Context: an optimization exercise on an open-source flow, tuned for small area, a short achievable clock period and few clock cycles per item. The choices shown serve that exercise and are no tape-out recipe.
At most, simulation tests tie the RTL to the original design; equivalence was not proved.

// sm4Core
module sm4Core (
  input  wire logic                             clk,
  input  wire logic                             rst_n,
  input  wire logic                             start,
  input  wire logic                             decrypt,
  input  wire logic [sm4CorePkg::BLOCK_W-1:0]   key,
  input  wire logic [sm4CorePkg::BLOCK_W-1:0]   textIn,
  output logic [sm4CorePkg::BLOCK_W-1:0]        textOut,
  output logic                                  done
);
Size in the first run: roughly 6500 cells after synthesis, ~460 flip-flops, ~390 I/O pins, roughly 44000 sq um of cells after synthesis.
==> flow/config.mk <==
export PLATFORM = sky130hd
export DESIGN_NAME = sm4Core
export DESIGN_NICKNAME = sm4Core
export VERILOG_FILES = /design/flow/design.v
export SDC_FILE = /design/flow/constraint.sdc
export NUM_CORES = 8
export LEC_CHECK = 0
export CAP_MARGIN = 20
export CORE_MARGIN = 2
export CORE_UTILIZATION = 60
export SETUP_SLACK_MARGIN = 5
export SLEW_MARGIN = 20
export TNS_END_PERCENT = 0
==> flow/constraint.sdc <==
create_clock -name core_clock -period 11.0 [get_ports {clk}]
set_input_delay 2.2000 -clock core_clock [delete_from_list [all_inputs] [get_ports {clk}]]
set_output_delay 2.2000 -clock core_clock [all_outputs]
set_load 0.01 [all_outputs]
standard.sh (not shown) runs the stock make flow with config.mk's settings and CLKGATE_MAP_FILE= SYNTH_SCRIPT=/design/flow/synth_recipe.tcl, a recipe that flattens the netlist after the stock synthesis.
==> flow/flow/run.sh <==
#!/bin/bash
# Own layout flow: the standard flow (standard.sh) with its synthesis
# changed in one place only. Where the standard synthesis maps all logic with
# its ABC script, this one maps the modules listed in flow/alt_modules.txt
# with the ABC script flow/alt.abc, and the rest with the standard script.
# The flip-flops are mapped before that step, as in the standard synthesis,
# so registers, names and cells are unchanged.
# flow/knobs.txt adds ORFS variables to both make calls.
# Each tool's full output goes to a log file of its own in this folder.
set -euo pipefail
here=$(pwd)
fdir=$here/flow
alts=$(tr '\n' ' ' < "$fdir/alt_modules.txt")
rest=$(tr '\n' ' ' < "$fdir/std_modules.txt")

sed "s#^  log_cmd abc {\*}\$abc_args#  set alt_args [lreplace \$abc_args 1 1 $fdir/alt.abc]\n  log_cmd abc {*}\$alt_args $alts\n  log_cmd abc {*}\$abc_args $rest#" \
  "$FLOW_HOME/scripts/synth.tcl" > "$here/own_synth.tcl"
grep -q "alt.abc" "$here/own_synth.tcl"
sed "s#\$::env(SCRIPTS_DIR)/synth.tcl#$here/own_synth.tcl#" "$here/synth_recipe.tcl" > "$here/own_synth_recipe.tcl"
grep -q "own_synth.tcl" "$here/own_synth_recipe.tcl"

knobs=()
if [[ -f $fdir/knobs.txt ]]; then
  while IFS= read -r line; do
    [[ -n "$line" && "$line" != \#* ]] && knobs+=("$line")
  done < "$fdir/knobs.txt"
fi

bash standard.sh "SYNTH_SCRIPT=$here/own_synth_recipe.tcl" "${knobs[@]}" synth > "$here/synth.log" 2>&1
bash standard.sh "SYNTH_SCRIPT=$here/own_synth_recipe.tcl" "${knobs[@]}" finish > "$here/layout.log" 2>&1
test -f "$here/out/final.def"
==> flow/flow/alt.abc <==
strash
dch
map -B 0.9
topo
stime -c
buffer -c
upsize -c
dnsize -c
==> flow/flow/alt_modules.txt <==
sm4DataT
sm4KeyT
==> flow/flow/knobs.txt <==
SYNTH_HIERARCHICAL=1
BUFFER_PORTS_ARGS=-buffer_cell sky130_fd_sc_hd__buf_1
==> flow/flow/std_modules.txt <==
sm4Core
Rerun with:
--- a/flow/design.v
+++ b/flow/design.v
@@ -36,34 +36,34 @@
     endcase
   endfunction
   function automatic logic [7:0] sbox(input logic [7:0] x);
     logic [7:0] t;
     logic [7:0] v;
     logic [3:0] ah, al, d, di;
-    t[0] = x[0] ^ 1'b1;
-    t[1] = x[1] ^ x[5] ^ 1'b1;
-    t[2] = x[0] ^ x[1] ^ x[2] ^ x[3] ^ x[4] ^ 1'b1;
-    t[3] = x[0] ^ x[1] ^ x[3] ^ x[7] ^ 1'b1;
-    t[4] = x[3] ^ x[5] ^ 1'b1;
-    t[5] = x[0] ^ x[1] ^ x[3] ^ x[4] ^ x[5] ^ x[7] ^ 1'b1;
-    t[6] = x[2] ^ x[7] ^ 1'b1;
+    t[0] = x[0] ^ x[1] ^ 1'b1;
+    t[1] = x[0] ^ x[2] ^ x[5] ^ x[6];
+    t[2] = x[3] ^ x[4] ^ x[5];
+    t[3] = x[0] ^ x[1] ^ x[5] ^ x[6] ^ x[7] ^ 1'b1;
+    t[4] = x[0] ^ x[1] ^ x[2] ^ x[4] ^ 1'b1;
+    t[5] = x[6] ^ 1'b1;
+    t[6] = x[0] ^ x[1] ^ x[3] ^ x[4] ^ x[5] ^ x[6] ^ x[7];
     t[7] = x[0] ^ x[1] ^ x[2] ^ x[3] ^ x[4] ^ x[5] ^ x[6] ^ 1'b1;
     ah = t[7:4];
     al = t[3:0];
     d  = gf16Mul(ah, ah, 2'd3) ;
-    d  = gf16Mul(d, 4'd13, 2'd3) ^ gf16Mul(ah, al, 2'd3) ^ gf16Mul(al, al, 2'd3);
+    d  = gf16Mul(d, 4'd12, 2'd3) ^ gf16Mul(ah, al, 2'd3) ^ gf16Mul(al, al, 2'd3);
     di = gf16Inv3(d);
     v  = {gf16Mul(ah, di, 2'd3), gf16Mul(ah ^ al, di, 2'd3)};
-    sbox[0] = v[0] ^ v[2] ^ v[3] ^ v[5] ^ v[7] ^ 1'b1;
-    sbox[1] = v[0] ^ v[3] ^ v[4] ^ 1'b1;
-    sbox[2] = v[1] ^ v[3] ^ v[4] ^ v[5] ^ v[7];
-    sbox[3] = v[0] ^ v[3];
-    sbox[4] = v[1] ^ v[2] ^ v[4] ^ 1'b1;
-    sbox[5] = v[1] ^ v[2] ^ v[4] ^ v[5] ^ v[6];
-    sbox[6] = v[0] ^ v[1] ^ v[2] ^ v[4] ^ v[5] ^ v[6] ^ v[7] ^ 1'b1;
-    sbox[7] = v[0] ^ v[1] ^ v[3] ^ 1'b1;
+    sbox[0] = v[0] ^ v[1] ^ v[2] ^ v[3] ^ v[4] ^ v[6] ^ 1'b1;
+    sbox[1] = v[0] ^ v[1] ^ v[5] ^ v[6] ^ v[7] ^ 1'b1;
+    sbox[2] = v[1] ^ v[2] ^ v[3] ^ v[6];
+    sbox[3] = v[0] ^ v[1] ^ v[4] ^ v[6];
+    sbox[4] = v[1] ^ v[3] ^ v[4] ^ v[6] ^ v[7] ^ 1'b1;
+    sbox[5] = v[1] ^ v[3] ^ v[4] ^ v[5] ^ v[6];
+    sbox[6] = v[0] ^ v[4] ^ v[5] ^ 1'b1;
+    sbox[7] = v[0] ^ v[2] ^ v[4] ^ v[6] ^ v[7] ^ 1'b1;
   endfunction
   function automatic logic [31:0] ck(input logic [4:0] i);
     case (i)
       5'd0: ck = 32'h00070e15;
       5'd1: ck = 32'h1c232a31;
       5'd2: ck = 32'h383f464d;
Outcome: The new run finished with timing, DRC and antenna clean; routed wire length climbs slightly; core utilization is higher by 1.4 points; final area rises by a few percent; first-iteration DRC count goes up by a few percent; worst setup slack gains 0.053 ns; maximum frequency went up slightly.
Function was not checked in any run of this note: the RTL went through the layout flow alone.

Another version of the RTL of sm4Core (not shown whole).
For scale: ~460 flip-flops, roughly 390 I/O pins, about 44000 sq um of cells after synthesis.
==> flow/config.mk <==
export PLATFORM = sky130hd
export DESIGN_NAME = sm4Core
export DESIGN_NICKNAME = sm4Core
export VERILOG_FILES = /design/flow/design.v
export SDC_FILE = /design/flow/constraint.sdc
export NUM_CORES = 8
export LEC_CHECK = 0
export CAP_MARGIN = 20
export CORE_MARGIN = 2
export CORE_UTILIZATION = 60
export SETUP_SLACK_MARGIN = 5
export SLEW_MARGIN = 20
export TNS_END_PERCENT = 0
==> flow/constraint.sdc <==
create_clock -name core_clock -period 11.0 [get_ports {clk}]
set_input_delay 2.2000 -clock core_clock [delete_from_list [all_inputs] [get_ports {clk}]]
set_output_delay 2.2000 -clock core_clock [all_outputs]
set_load 0.01 [all_outputs]
==> flow/flow/run.sh <==
#!/bin/bash
# Own layout flow: the standard flow (standard.sh), with
#  - synthesis as standard.sh does it, except for the ABC mapping script
#    (flow/abc.script) used for the logic between the registers;
#  - the ORFS knobs in flow/knobs.txt added to the layout's make call.
# Registers, their names and cells are the standard synthesis's: the
# flip-flops are mapped before ABC runs and ABC does not touch them.
# Each tool's full output goes to a log file of its own in this folder.
set -euo pipefail
here=$(pwd)
fdir=$here/flow

# synthesis script: synth_recipe.tcl with ORFS's synth.tcl swapped for a copy
# whose abc call uses flow/abc.script.
sed "s#^  log_cmd abc {\*}\$abc_args#  set abc_args [lreplace \$abc_args 1 1 $fdir/abc.script]\n  log_cmd abc {*}\$abc_args#" \
  "$FLOW_HOME/scripts/synth.tcl" > "$here/own_synth.tcl"
grep -q "abc.script" "$here/own_synth.tcl"
sed "s#\$::env(SCRIPTS_DIR)/synth.tcl#$here/own_synth.tcl#" "$here/synth_recipe.tcl" > "$here/own_synth_recipe.tcl"
grep -q "own_synth.tcl" "$here/own_synth_recipe.tcl"

knobs=()
if [[ -f $fdir/knobs.txt ]]; then
  while IFS= read -r line; do
    [[ -n "$line" && "$line" != \#* ]] && knobs+=("$line")
  done < "$fdir/knobs.txt"
fi

bash standard.sh "SYNTH_SCRIPT=$here/own_synth_recipe.tcl" synth > "$here/synth.log" 2>&1
bash standard.sh "SYNTH_SCRIPT=$here/own_synth_recipe.tcl" "${knobs[@]}" finish > "$here/layout.log" 2>&1
test -f "$here/out/final.def"
==> flow/flow/abc.script <==
strash
dch
map -B 0.9
topo
stime -c
buffer -c
upsize -c
dnsize -c
==> flow/flow/knobs.txt <==
BUFFER_PORTS_ARGS=-buffer_cell sky130_fd_sc_hd__buf_1
SETUP_SLACK_MARGIN=5.5
Testbench counts at the start, summed over its fixed seeds: cycles 56,002, blocks 1,600.
Then changed:
--- a/flow/design.v
+++ b/flow/design.v
@@ -37,32 +37,32 @@
   endfunction
   function automatic logic [7:0] sbox(input logic [7:0] x);
     logic [7:0] t;
     logic [7:0] v;
     logic [3:0] ah, al, d, di;
-    t[0] = x[0] ^ x[4] ^ x[6] ^ 1'b1;
-    t[1] = x[0] ^ x[2] ^ x[4] ^ x[6];
-    t[2] = x[5] ^ 1'b1;
-    t[3] = x[0] ^ x[1] ^ x[2] ^ x[5] ^ x[6];
-    t[4] = x[0] ^ x[1] ^ x[4] ^ x[6] ^ x[7] ^ 1'b1;
-    t[5] = x[0] ^ x[1] ^ x[2] ^ x[3] ^ x[4] ^ x[5];
+    t[0] = x[1] ^ x[2] ^ x[5];
+    t[1] = x[1] ^ x[4] ^ x[5] ^ x[6] ^ 1'b1;
+    t[2] = x[2] ^ x[5] ^ x[7];
+    t[3] = x[3] ^ x[4] ^ 1'b1;
+    t[4] = x[0] ^ x[1] ^ x[2] ^ x[4] ^ x[6];
+    t[5] = x[6] ^ 1'b1;
     t[6] = x[2] ^ x[7] ^ 1'b1;
     t[7] = x[0] ^ x[1] ^ x[2] ^ x[3] ^ x[4] ^ x[5] ^ x[6] ^ 1'b1;
     ah = t[7:4];
     al = t[3:0];
     d  = gf16Mul(ah, ah, 2'd2) ;
-    d  = gf16Mul(d, 4'd11, 2'd2) ^ gf16Mul(ah, al, 2'd2) ^ gf16Mul(al, al, 2'd2);
+    d  = gf16Mul(d, 4'd9, 2'd2) ^ gf16Mul(ah, al, 2'd2) ^ gf16Mul(al, al, 2'd2);
     di = gf16Inv2(d);
     v  = {gf16Mul(ah, di, 2'd2), gf16Mul(ah ^ al, di, 2'd2)};
-    sbox[0] = v[0] ^ 1'b1;
-    sbox[1] = v[0] ^ v[2] ^ v[4] ^ 1'b1;
-    sbox[2] = v[1] ^ v[2] ^ v[3] ^ v[4] ^ v[6];
-    sbox[3] = v[0] ^ v[2] ^ v[6] ^ v[7];
-    sbox[4] = v[1] ^ v[5] ^ v[7] ^ 1'b1;
-    sbox[5] = v[1] ^ v[7];
-    sbox[6] = v[0] ^ v[1] ^ v[2] ^ v[3] ^ v[4] ^ v[5] ^ v[6] ^ v[7] ^ 1'b1;
-    sbox[7] = v[0] ^ v[1] ^ v[4] ^ v[7] ^ 1'b1;
+    sbox[0] = v[0] ^ v[2] ^ v[4] ^ v[6] ^ 1'b1;
+    sbox[1] = v[0] ^ v[6] ^ 1'b1;
+    sbox[2] = v[1] ^ v[2] ^ v[4] ^ v[5] ^ v[6];
+    sbox[3] = v[0] ^ v[4] ^ v[6] ^ v[7];
+    sbox[4] = v[1] ^ v[3] ^ v[7] ^ 1'b1;
+    sbox[5] = v[1] ^ v[3] ^ v[5];
+    sbox[6] = v[0] ^ v[1] ^ 1'b1;
+    sbox[7] = v[0] ^ v[1] ^ v[2] ^ v[3] ^ v[5] ^ 1'b1;
   endfunction
   function automatic logic [31:0] ck(input logic [4:0] i);
     case (i)
       5'd0: ck = 32'h00070e15;
       5'd1: ck = 32'h1c232a31;
Result: The new run finished clean. Sequential share of layout area went down by 0.31 points. Via count went up slightly. Cell count went up slightly. Design area went up slightly. Non-clock buffer count went up by 30. Utilization went up by 2.4 points.
Testbench counts after the change, summed over its fixed seeds: cycles 56,002, blocks 1,600.

== the reference run ==
Starting RTL as in the previous note.
==> flow/config.mk <==
export PLATFORM = sky130hd
export DESIGN_NAME = sm4Core
export DESIGN_NICKNAME = sm4Core
export VERILOG_FILES = /design/flow/design.v
export SDC_FILE = /design/flow/constraint.sdc
export NUM_CORES = 8
export LEC_CHECK = 0
export CAP_MARGIN = 20
export CORE_MARGIN = 2
export CORE_UTILIZATION = 60
export SETUP_SLACK_MARGIN = 5
export SLEW_MARGIN = 20
export TNS_END_PERCENT = 0
==> flow/constraint.sdc <==
create_clock -name core_clock -period 11.0 [get_ports {clk}]
set_input_delay 2.2000 -clock core_clock [delete_from_list [all_inputs] [get_ports {clk}]]
set_output_delay 2.2000 -clock core_clock [all_outputs]
set_load 0.01 [all_outputs]
==> flow/flow/knobs.txt <==
BUFFER_PORTS_ARGS=-buffer_cell sky130_fd_sc_hd__buf_1
Scripts as last shown in full above: flow/flow/run.sh, flow/flow/abc.script
The reference run: all stages complete, timing, DRC and antenna checks passed
Testbench counts of the reference run, summed over its fixed seeds: cycles 56,002, blocks 1,600.
### the reference run -> the trial run
--- a/flow/design.v
+++ b/flow/design.v
@@ -40,10 +40,10 @@
     logic [7:0] v;
     logic [3:0] ah, al, d, di;
-    t[0] = x[0] ^ x[4] ^ x[6] ^ 1'b1;
-    t[1] = x[0] ^ x[2] ^ x[4] ^ x[6];
-    t[2] = x[5] ^ 1'b1;
-    t[3] = x[0] ^ x[1] ^ x[2] ^ x[5] ^ x[6];
-    t[4] = x[0] ^ x[1] ^ x[4] ^ x[6] ^ x[7] ^ 1'b1;
-    t[5] = x[0] ^ x[1] ^ x[2] ^ x[3] ^ x[4] ^ x[5];
+    t[0] = x[1] ^ x[2] ^ x[5];
+    t[1] = x[1] ^ x[4] ^ x[5] ^ x[6] ^ 1'b1;
+    t[2] = x[2] ^ x[5] ^ x[7];
+    t[3] = x[3] ^ x[4] ^ 1'b1;
+    t[4] = x[0] ^ x[1] ^ x[2] ^ x[4] ^ x[6];
+    t[5] = x[6] ^ 1'b1;
     t[6] = x[2] ^ x[7] ^ 1'b1;
     t[7] = x[0] ^ x[1] ^ x[2] ^ x[3] ^ x[4] ^ x[5] ^ x[6] ^ 1'b1;
@@ -51,15 +51,15 @@
     al = t[3:0];
     d  = gf16Mul(ah, ah, 2'd2) ;
-    d  = gf16Mul(d, 4'd11, 2'd2) ^ gf16Mul(ah, al, 2'd2) ^ gf16Mul(al, al, 2'd2);
+    d  = gf16Mul(d, 4'd9, 2'd2) ^ gf16Mul(ah, al, 2'd2) ^ gf16Mul(al, al, 2'd2);
     di = gf16Inv2(d);
     v  = {gf16Mul(ah, di, 2'd2), gf16Mul(ah ^ al, di, 2'd2)};
-    sbox[0] = v[0] ^ 1'b1;
-    sbox[1] = v[0] ^ v[2] ^ v[4] ^ 1'b1;
-    sbox[2] = v[1] ^ v[2] ^ v[3] ^ v[4] ^ v[6];
-    sbox[3] = v[0] ^ v[2] ^ v[6] ^ v[7];
-    sbox[4] = v[1] ^ v[5] ^ v[7] ^ 1'b1;
-    sbox[5] = v[1] ^ v[7];
-    sbox[6] = v[0] ^ v[1] ^ v[2] ^ v[3] ^ v[4] ^ v[5] ^ v[6] ^ v[7] ^ 1'b1;
-    sbox[7] = v[0] ^ v[1] ^ v[4] ^ v[7] ^ 1'b1;
+    sbox[0] = v[0] ^ v[2] ^ v[4] ^ v[6] ^ 1'b1;
+    sbox[1] = v[0] ^ v[6] ^ 1'b1;
+    sbox[2] = v[1] ^ v[2] ^ v[4] ^ v[5] ^ v[6];
+    sbox[3] = v[0] ^ v[4] ^ v[6] ^ v[7];
+    sbox[4] = v[1] ^ v[3] ^ v[7] ^ 1'b1;
+    sbox[5] = v[1] ^ v[3] ^ v[5];
+    sbox[6] = v[0] ^ v[1] ^ 1'b1;
+    sbox[7] = v[0] ^ v[1] ^ v[2] ^ v[3] ^ v[5] ^ 1'b1;
   endfunction
   function automatic logic [31:0] ck(input logic [4:0] i);
### Flow results
Delta (the trial run minus the reference run): final weighted congestion in routability-driven placement increased by about 1.5% relative to the old numbers, number of vias per cell closely matched the old numbers, maximum frequency decreased by 0.96% relative to the old numbers. Highest net fanout along the worst path is higher on the trial run. As of the trial run, via count of the first global-routing pass had fallen slightly compared to the reference run. Looking at critical path class, the in -> reg result is from the trial run; the reg -> reg one comes from the reference run. Critical path required time: the trial run vs the reference run up 0.05 ns. On fraction of the cycle the final worst path needs, the lower figure sits with the reference run, not the trial run. [the trial run] worst slack at placement fell 0.059 ns relative to the reference run. Compared to the reference run, the trial run leaves less free space in the core.
Testbench counts of the trial run, summed over its fixed seeds: cycles 56,002, blocks 1,600.

[port drivers added, routing unchanged]
No port has a modelled driver above. Below, the same layouts with a new extraction and two added sets of constraints. Step 1: set_driving_cell puts a clkbuf_16 on clk and a buf_2 on each other input, an assumption about the parent block. Step 2 also shifts input and output timing later by t, the mid clock arrival at the registers, as if the neighbouring blocks saw the same clock. Three values: ideal ports, drivers, drivers and shift; two values: the first two.
| run | t (ns) | setup slack, ns | worst hold slack (ns) | worst setup path at the end | cell pins on the clock port's net |
|---|---|---|---|---|---|
| the first run of note 1 | 0.703 | 5.098 / 5.152 / 4.450 | 0.475 / 0.475 / 0.475 | input to register | 1 |
| the second run of note 1 | 0.688 | 5.151 / 5.151 / 4.537 | 0.475 / 0.475 / 0.475 | input to register | 1 |
| the first run of note 2 | 0.660 | 5.644 / 5.674 / 5.014 | 0.524 / 0.524 / 0.524 | input to register | 1 |
| the second run of note 2 | 0.683 | 5.545 / 5.594 / 4.911 | 0.522 / 0.522 / 0.522 | input to register | 1 |
| the reference run | 0.657 | 5.150 / 5.150 / 4.637 | 0.509 / 0.509 / 0.509 | input to register | 1 |
| the trial run | 0.681 | 5.093 / 5.143 / 4.462 | 0.535 / 0.535 / 0.535 | input to register | 1 |
After both steps every run listed still meets setup and hold. For the first run of note 1, which loses most, drivers alone change the setup slack by +0.054 ns; drivers and shift together by -0.648 ns.
